This design comes from an exercise in tuning for small area on the open sky130 flow, not from production work.
The RTL was checked by simulation tests, not by an equivalence proof against the original design.
No driver is modelled on the clock port, so clocking that relies on it looks cheaper here than on a real chip.
Power and IR drop assume default switching activity.

## servo_pwm_multi
module servo_pwm_multi (
   input  logic       clk,
   input  logic       rst,
   input  logic       inc_pulse,
   input  logic       dec_pulse,
   input  logic       center_pulse,
   input  logic       sel_pulse,
   output logic [3:0] pwm_out,
   output logic [3:0] sel_onehot,
   output logic       at_min,
   output logic       at_max,
   output logic       frame_start
);
   logic [5:0] lo_q;
   logic [8:0] g_q, g_d;
   logic [1:0] sel_q;
   logic       loLast, loWrap, gEnd, frameEnd;
   assign loLast   = (lo_q == 6'd46);                               
   assign loWrap   = (lo_q[4:0] == 5'b01110);                       
   assign gEnd     = g_q[8] & g_q[7] & ~g_q[6] & g_q[2] & g_q[0];   
   assign frameEnd = gEnd & (lo_q == 6'd55);                        
   always_comb begin
      g_d = g_q + 9'(loWrap);
      if (loWrap & gEnd) g_d[6:4] = 3'b111;
   end
   logic [8:0] gN_q;
   assign g_q = ~gN_q;
   logic [5:0] loN_q;
   assign lo_q = ~loN_q;
   always_ff @(posedge clk or negedge rst) begin
      if (!rst) begin
         loN_q <= ~6'd14;
         gN_q  <= ~9'd389;
         sel_q <= 2'd0;
      end else begin
         loN_q <= ~{lo_q[4:0], lo_q[5] ^ lo_q[0] ^ loLast};
         gN_q  <= ~g_d;
         sel_q <= sel_q + 2'(sel_pulse);
      end
   end
   assign frame_start = gEnd & loLast;                              
   logic       gLow, gNeg;
   logic [3:0] selDec, tgt [4], tgtSel, tgtNew;
   logic       selMax, selMin;
   assign gLow   = (g_q[8:6] == 3'b000);
   assign gNeg   = (g_q[8:6] == 3'b111);
   assign tgtSel = tgt[sel_q];
   assign selMax = tgtSel[3] & tgtSel[1];         
   assign selMin = (tgtSel == 4'd0);
   always_comb begin
      if (center_pulse)                          tgtNew = servo_pkg::TGT_CENTER;
      else if (inc_pulse & ~dec_pulse & ~selMax) tgtNew = tgtSel + 4'd1;
      else if (dec_pulse & ~inc_pulse & ~selMin) tgtNew = tgtSel - 4'd1;
      else                                       tgtNew = tgtSel;
   end
   always_comb begin
      selDec        = '0;
      selDec[sel_q] = 1'b1;
   end
   for (genvar i = 0; i < 4; i++) begin : gen_ch
      servo_channel u_channel (
         .clk_i      (clk),
  ...
Size: ~3000 um^2 of cells after synthesis.
export LEC_CHECK = 0
export CAP_MARGIN = 20
export CORE_MARGIN = 2
export CORE_UTILIZATION = 70
export SLEW_MARGIN = 20
create_clock -name core_clock -period 20.0 [get_ports {clk}]
standard.sh (not shown) runs the stock make flow with config.mk's settings and CLKGATE_MAP_FILE= SYNTH_SCRIPT=/design/flow/synth_recipe.tcl, a recipe that flattens the netlist after the stock synthesis.
==> flow/flow/run.sh <==
#!/bin/bash
# Own layout flow:
#  1. the standard synthesis (standard.sh synth), unchanged;
#  2. the same synthesis script rerun in side folders with ORFS's adder
#     mapping off and/or ABC's area script, giving the same registers
#     (checked by name and cell type) with differently mapped logic;
#  3. the combinational cells of each of these netlists re-mapped by ABC for
#     area with a few scripts (registers untouched); the smallest netlist is
#     laid out;
#  4. the standard layout from floorplan on, with small port buffers and
#     its own small clock tree (clock.tcl).
# Each tool's output goes to a log file in the work folder.
set -euo pipefail
W=$(pwd)
F=$W/flow
LIB=$FLOW_HOME/platforms/sky130hd/lib/sky130_fd_sc_hd__tt_025C_1v80.lib
R=$W/orfs/results/sky130hd/servo_pwm_multi/base

bash standard.sh synth > $W/log_synth.txt 2>&1
cp $R/1_2_yosys.v $W/netlist_s1.v
regs() { grep -oE 'sky130_fd_sc_hd__(df|sdf|dl|edf)[A-Za-z0-9_]* +[^ ]+' "$1" | sort; }
regs $W/netlist_s1.v > $W/regs_s1.txt

# side syntheses: same script and registers, other logic mapping
variants=("ADDER_MAP_FILE=" "ABC_AREA=1" "ADDER_MAP_FILE= ABC_AREA=1")
for i in 0 1 2; do
  n=s$((i+2))
  sed "s#WORK_HOME=[^ ]*#WORK_HOME=$W/side_$n#" standard.sh > $W/side_$n.sh
  ( bash $W/side_$n.sh ${variants[$i]} synth > $W/log_synth_$n.txt 2>&1 || true ) &
done
wait
for n in s2 s3 s4; do
  nl=$W/side_$n/results/sky130hd/servo_pwm_multi/base/1_2_yosys.v
  if [[ -f $nl ]]; then
    regs $nl > $W/regs_$n.txt
    if cmp -s $W/regs_s1.txt $W/regs_$n.txt; then cp $nl $W/netlist_$n.v; fi
  fi
done

# re-map the combinational logic for area
python3 $F/gen_cellmap.py $LIB $W/cellmap.v > $W/log_cellmap.txt 2>&1
DU=$(sed -n '/DONT_USE_CELLS/,/^$/p' $FLOW_HOME/platforms/sky130hd/config.mk | grep -o 'sky130_fd_sc_hd__[A-Za-z0-9_]*' | sed 's/^/-dont_use /' | tr '\n' ' ')
jobs=0
for NL in $W/netlist_s*.v; do
  s=$(basename $NL .v); s=${s#netlist_}
  for S in $F/abc*.script; do
    n=${s}_$(basename $S .script)
    sed -e "s#@LIB@#$LIB#g" -e "s#@IN@#$NL#" -e "s#@TOP@#$FLOW_TOP#" \
        -e "s#@MAP@#$W/cellmap.v#" -e "s#@SCRIPT@#$S#" -e "s#@DONTUSE@#$DU#" \
        -e "s#@STAT@#$W/remap_$n.stat#" -e "s#@OUT@#$W/remap_$n.v#" $F/remap.ys.in > $W/remap_$n.ys
    ( yosys -l $W/log_remap_$n.txt -q -s $W/remap_$n.ys > /dev/null 2>&1 || true ) &
    jobs=$((jobs+1))
    if (( jobs % ${NUM_CORES:-4} == 0 )); then wait; fi
  done
done
wait
best=""; bestArea=""
for st in $W/remap_*.stat; do
  n=$(basename $st .stat); n=${n#remap_}
  a=$(grep "Chip area" $st | awk '{print $NF}')
  [[ -n "$a" && -f $W/remap_$n.v ]] || continue
  regs $W/remap_$n.v > $W/regs_remap_$n.txt
  cmp -s $W/regs_s1.txt $W/regs_remap_$n.txt || continue
  echo "$n $a" >> $W/remap_areas.txt
  if [[ -z "$bestArea" ]] || awk "BEGIN{exit !($a < $bestArea)}"; then best=$n; bestArea=$a; fi
done
echo "chosen $best $bestArea" >> $W/remap_areas.txt
cp $W/remap_$best.v $R/1_2_yosys.v

PORTBUF="BUFFER_PORTS_ARGS=-buffer_cell sky130_fd_sc_hd__buf_1"
bash standard.sh "$PORTBUF" place > $W/log_place.txt 2>&1

# clock buffers: the clock port drives four buf_6, one per quarter of the flip-flops
RESULTS=$R LIBFILE=$LIB PLATFORM_DIR=$FLOW_HOME/platforms/sky130hd CLKPORT=clk NGROUP=4 \
  CLKBUF=sky130_fd_sc_hd__buf_6 openroad -no_init -exit $F/clock.tcl > $W/log_clock.txt 2>&1
cp $R/4_1_cts.odb $R/4_cts.odb
touch $R/4_cts.sdc

bash standard.sh "$PORTBUF" finish > $W/log_route.txt 2>&1
Other scripts of this flow, unchanged in this note and not shown: flow/flow/abc1.script, flow/flow/abc2.script, flow/flow/abc3.script, flow/flow/abc4.script, flow/flow/clock.tcl, flow/flow/gen_cellmap.py, flow/flow/remap.ys.in
Next try:
Settings changed: CORE_UTILIZATION 70 to 80.
- The changed run produced a clean layout
- design area is about the same
- power is higher by 1.5%
- worst setup slack gets better by 0.021 ns

========
v8:
The RTL this note starts from:
==> flow/design.v <==
package servo_pkg;
   localparam int DEF_MIN_PW    = 500;
   localparam int DEF_CENTER_PW = 1_500;
   localparam int DEF_MAX_PW    = 2_500;
   localparam logic [3:0] TGT_CENTER = 4'd5;
   localparam logic [5:0] CUR_CENTER = 6'd20;
endpackage
module servo_pwm_multi (
   input  logic       clk,
   input  logic       rst,
   input  logic       inc_pulse,
   input  logic       dec_pulse,
   input  logic       center_pulse,
   input  logic       sel_pulse,
   output logic [3:0] pwm_out,
   output logic [3:0] sel_onehot,
   output logic       at_min,
   output logic       at_max,
   output logic       frame_start
);
   logic [5:0] lo_q;
   logic [8:0] g_q, g_d;
   logic [1:0] sel_q;
   logic       loLast, loWrap, gEnd, frameEnd;
   assign loLast   = (lo_q == 6'd46);                               
   assign loWrap   = (lo_q[4:0] == 5'b01110);                       
   assign gEnd     = g_q[8] & g_q[7] & ~g_q[6] & g_q[2] & g_q[0];   
   assign frameEnd = gEnd & (lo_q == 6'd55);                        
   always_comb begin
      g_d = g_q + 9'(loWrap);
      if (loWrap & gEnd) g_d[6:4] = 3'b111;
   end
   always_ff @(posedge clk or negedge rst) begin
      if (!rst) begin
         lo_q  <= 6'd14;
         g_q   <= 9'd389;
         sel_q <= 2'd0;
      end else begin
         lo_q  <= {lo_q[4:0], lo_q[5] ^ lo_q[0] ^ loLast};
         g_q   <= g_d;
         sel_q <= sel_q + 2'(sel_pulse);
      end
   end
   assign frame_start = gEnd & loLast;                              
   logic       gLow, gNeg, anyCmd;
   logic [3:0] selDec, tgt [4], tgtSel, tgtNew;
   logic       selMax, selMin;
   assign gLow   = (g_q[8:6] == 3'b000);
   assign gNeg   = (g_q[8:6] == 3'b111);
   assign tgtSel = tgt[sel_q];
   assign selMax = tgtSel[3] & tgtSel[1];         
   assign selMin = (tgtSel == 4'd0);
   assign anyCmd = center_pulse | (inc_pulse ^ dec_pulse);
   always_comb begin
      if (center_pulse)   tgtNew = servo_pkg::TGT_CENTER;
      else if (inc_pulse) tgtNew = selMax ? tgtSel : tgtSel + 4'd1;
      else                tgtNew = selMin ? tgtSel : tgtSel - 4'd1;
   end
   always_comb begin
      selDec        = '0;
      selDec[sel_q] = 1'b1;
   end
   for (genvar i = 0; i < 4; i++) begin : gen_ch
      servo_channel u_channel (
         .clk_i      (clk),
         .rst_ni     (rst),
         .frameEnd_i (frameEnd),
         .load_i     (anyCmd & selDec[i]),
         .tgtNew_i   (tgtNew),
         .g_i        (g_q[5:0]),
         .gLow_i     (gLow),
         .gNeg_i     (gNeg),
         .pwm_o      (pwm_out[i]),
         .target_o   (tgt[i])
      );
   end
   assign sel_onehot = selDec;
   assign at_min     = selMin;
   assign at_max     = selMax;
endmodule
module servo_channel (
   input  logic       clk_i,
   input  logic       rst_ni,
   input  logic       frameEnd_i,
   input  logic       load_i,      
   input  logic [3:0] tgtNew_i,
   input  logic [5:0] g_i,         
   input  logic       gLow_i,      
   input  logic       gNeg_i,      
   output logic       pwm_o,
   output logic [3:0] target_o
);
   logic [3:0] tgt_q;
   logic [5:0] cur_q, cur_d, curT;
   logic       cAll1, cAll0;
   logic up, down;
   assign up   = (cur_q[5:2] < tgt_q);
   assign down = ~up & ((cur_q[5:2] != tgt_q) | (cur_q[1:0] != 2'b00));
   always_comb begin
      cAll1 = 1'b1;
      cAll0 = 1'b1;
      for (int b = 0; b < 6; b++) begin
         curT[b] = frameEnd_i & ((up & cAll1) | (down & cAll0));
         cAll1   = cAll1 & cur_q[b];
         cAll0   = cAll0 & ~cur_q[b];
      end
      cur_d = cur_q ^ curT;
   end
   always_ff @(posedge clk_i or negedge rst_ni) begin
      if (!rst_ni) begin
         tgt_q <= servo_pkg::TGT_CENTER;
         cur_q <= servo_pkg::CUR_CENTER;
      end else begin
         if (load_i) tgt_q <= tgtNew_i;
         cur_q <= cur_d;
      end
   end
   assign pwm_o    = gNeg_i | (gLow_i & (g_i < cur_q));
   assign target_o = tgt_q;
endmodule
clock: 20.0 ns
lec_check: 0
cap_margin: 20
core_margin: 2
core_utilization: 85
slew_margin: 20
==> flow/flow/run.sh <==
#!/bin/bash
# Own layout flow: the standard synthesis; then the combinational cells of
# that netlist re-mapped by ABC for area with a few scripts, keeping the
# smallest result (registers untouched); then the standard layout from
# floorplan on, with small port buffers and its own small clock tree.
# Each tool's output goes to a log file in the work folder.
set -euo pipefail
W=$(pwd)
F=$W/flow
LIB=$FLOW_HOME/platforms/sky130hd/lib/sky130_fd_sc_hd__tt_025C_1v80.lib
R=$W/orfs/results/sky130hd/servo_pwm_multi/base

bash standard.sh synth > $W/log_synth.txt 2>&1

# re-map the combinational logic for area
cp $R/1_2_yosys.v $W/netlist_standard.v
python3 $F/gen_cellmap.py $LIB $W/cellmap.v > $W/log_cellmap.txt 2>&1
DU=$(sed -n '/DONT_USE_CELLS/,/^$/p' $FLOW_HOME/platforms/sky130hd/config.mk | grep -o 'sky130_fd_sc_hd__[A-Za-z0-9_]*' | sed 's/^/-dont_use /' | tr '\n' ' ')
best=""; bestArea=""
for S in $F/abc*.script; do
  n=$(basename $S .script)
  sed -e "s#@LIB@#$LIB#g" -e "s#@IN@#$W/netlist_standard.v#" -e "s#@TOP@#$FLOW_TOP#" \
      -e "s#@MAP@#$W/cellmap.v#" -e "s#@SCRIPT@#$S#" -e "s#@DONTUSE@#$DU#" \
      -e "s#@STAT@#$W/remap_$n.stat#" -e "s#@OUT@#$W/remap_$n.v#" $F/remap.ys.in > $W/remap_$n.ys
  if yosys -l $W/log_remap_$n.txt -q -s $W/remap_$n.ys > /dev/null 2>&1; then
    a=$(grep "Chip area" $W/remap_$n.stat | awk '{print $NF}')
    echo "$n $a" >> $W/remap_areas.txt
    if [[ -n "$a" ]] && { [[ -z "$bestArea" ]] || awk "BEGIN{exit !($a < $bestArea)}"; }; then
      best=$n; bestArea=$a
    fi
  fi
done
echo "chosen $best $bestArea" >> $W/remap_areas.txt
cp $W/remap_$best.v $R/1_2_yosys.v

PORTBUF="BUFFER_PORTS_ARGS=-buffer_cell sky130_fd_sc_hd__buf_1"
bash standard.sh "$PORTBUF" place > $W/log_place.txt 2>&1

# clock buffers: the clock port drives four clkbuf_8, one per quarter of the flip-flops
RESULTS=$R LIBFILE=$LIB PLATFORM_DIR=$FLOW_HOME/platforms/sky130hd CLKPORT=clk \
  CLKBUF=sky130_fd_sc_hd__clkbuf_8 openroad -no_init -exit $F/clock.tcl > $W/log_clock.txt 2>&1
cp $R/4_1_cts.odb $R/4_cts.odb
touch $R/4_cts.sdc

bash standard.sh "$PORTBUF" finish > $W/log_route.txt 2>&1
Other scripts of this flow, unchanged in this note and not shown: flow/flow/abc1.script, flow/flow/abc2.script, flow/flow/abc3.script, flow/flow/abc4.script, flow/flow/abc5.script, flow/flow/clock.tcl, flow/flow/gen_cellmap.py, flow/flow/remap.ys.in
What ended v8 was a tool error in global placement without I/O (3_1_place_gp_skip_io); the run never finished.
For v1, these inputs were changed with respect to v8:
Settings: swapping 85 for 70 in CORE_UTILIZATION.
Notes after the runs:
- The remaining runs in v8 and v1 completed every stage, whereas v8 halted early.
- Relative to v8, post-synthesis net count decreased by 8 in v1.
- v8 has a higher synthesized cell count than v1.
- v8 → v1: die span in x went up by 9.9%; cell row count went up by about 14%; average footprint of a synthesized cell went up by about 3%; area of the mapped netlist went up by 0.70%.
- v1 has height of the die above what v8 had.

[port drivers added, routing unchanged]
The results above use ideal ports. As a check the final layouts listed here were re-extracted and re-timed, cells and wires unchanged.
Step 1 sets driving cells, clkbuf_16 on the clock port and buf_2 on the other inputs (assumed; they add their load-dependent delay and slew).
Step 2 adds t to the input delays and takes it off the output delays; t is the mean of the earliest and latest rising clock arrival at the registers after step 1. Input paths then give back, and output paths get back, about the clock's delay inside the block.
Three values: ideal, step 1, step 2; two values: the first two.
run | t (ns) | setup slack, ns | hold slack, ns | clock arrival spread, ns | worst register clock-pin slew, ns
the first run of note 1 | 0.185 | 13.827 / 13.766 / 13.952 | 0.375 / 0.375 / 0.375 | 0.015 / 0.015 | 0.10 / 0.10
the second run of note 1 | 0.188 | 13.848 / 13.786 / 13.973 | 0.375 / 0.375 / 0.375 | 0.009 / 0.009 | 0.10 / 0.10
v1 | 0.206 | 14.076 / 14.016 / 14.222 | 0.368 / 0.368 / 0.368 | 0.010 / 0.010 | 0.09 / 0.09
After both steps every run listed still meets setup and hold.
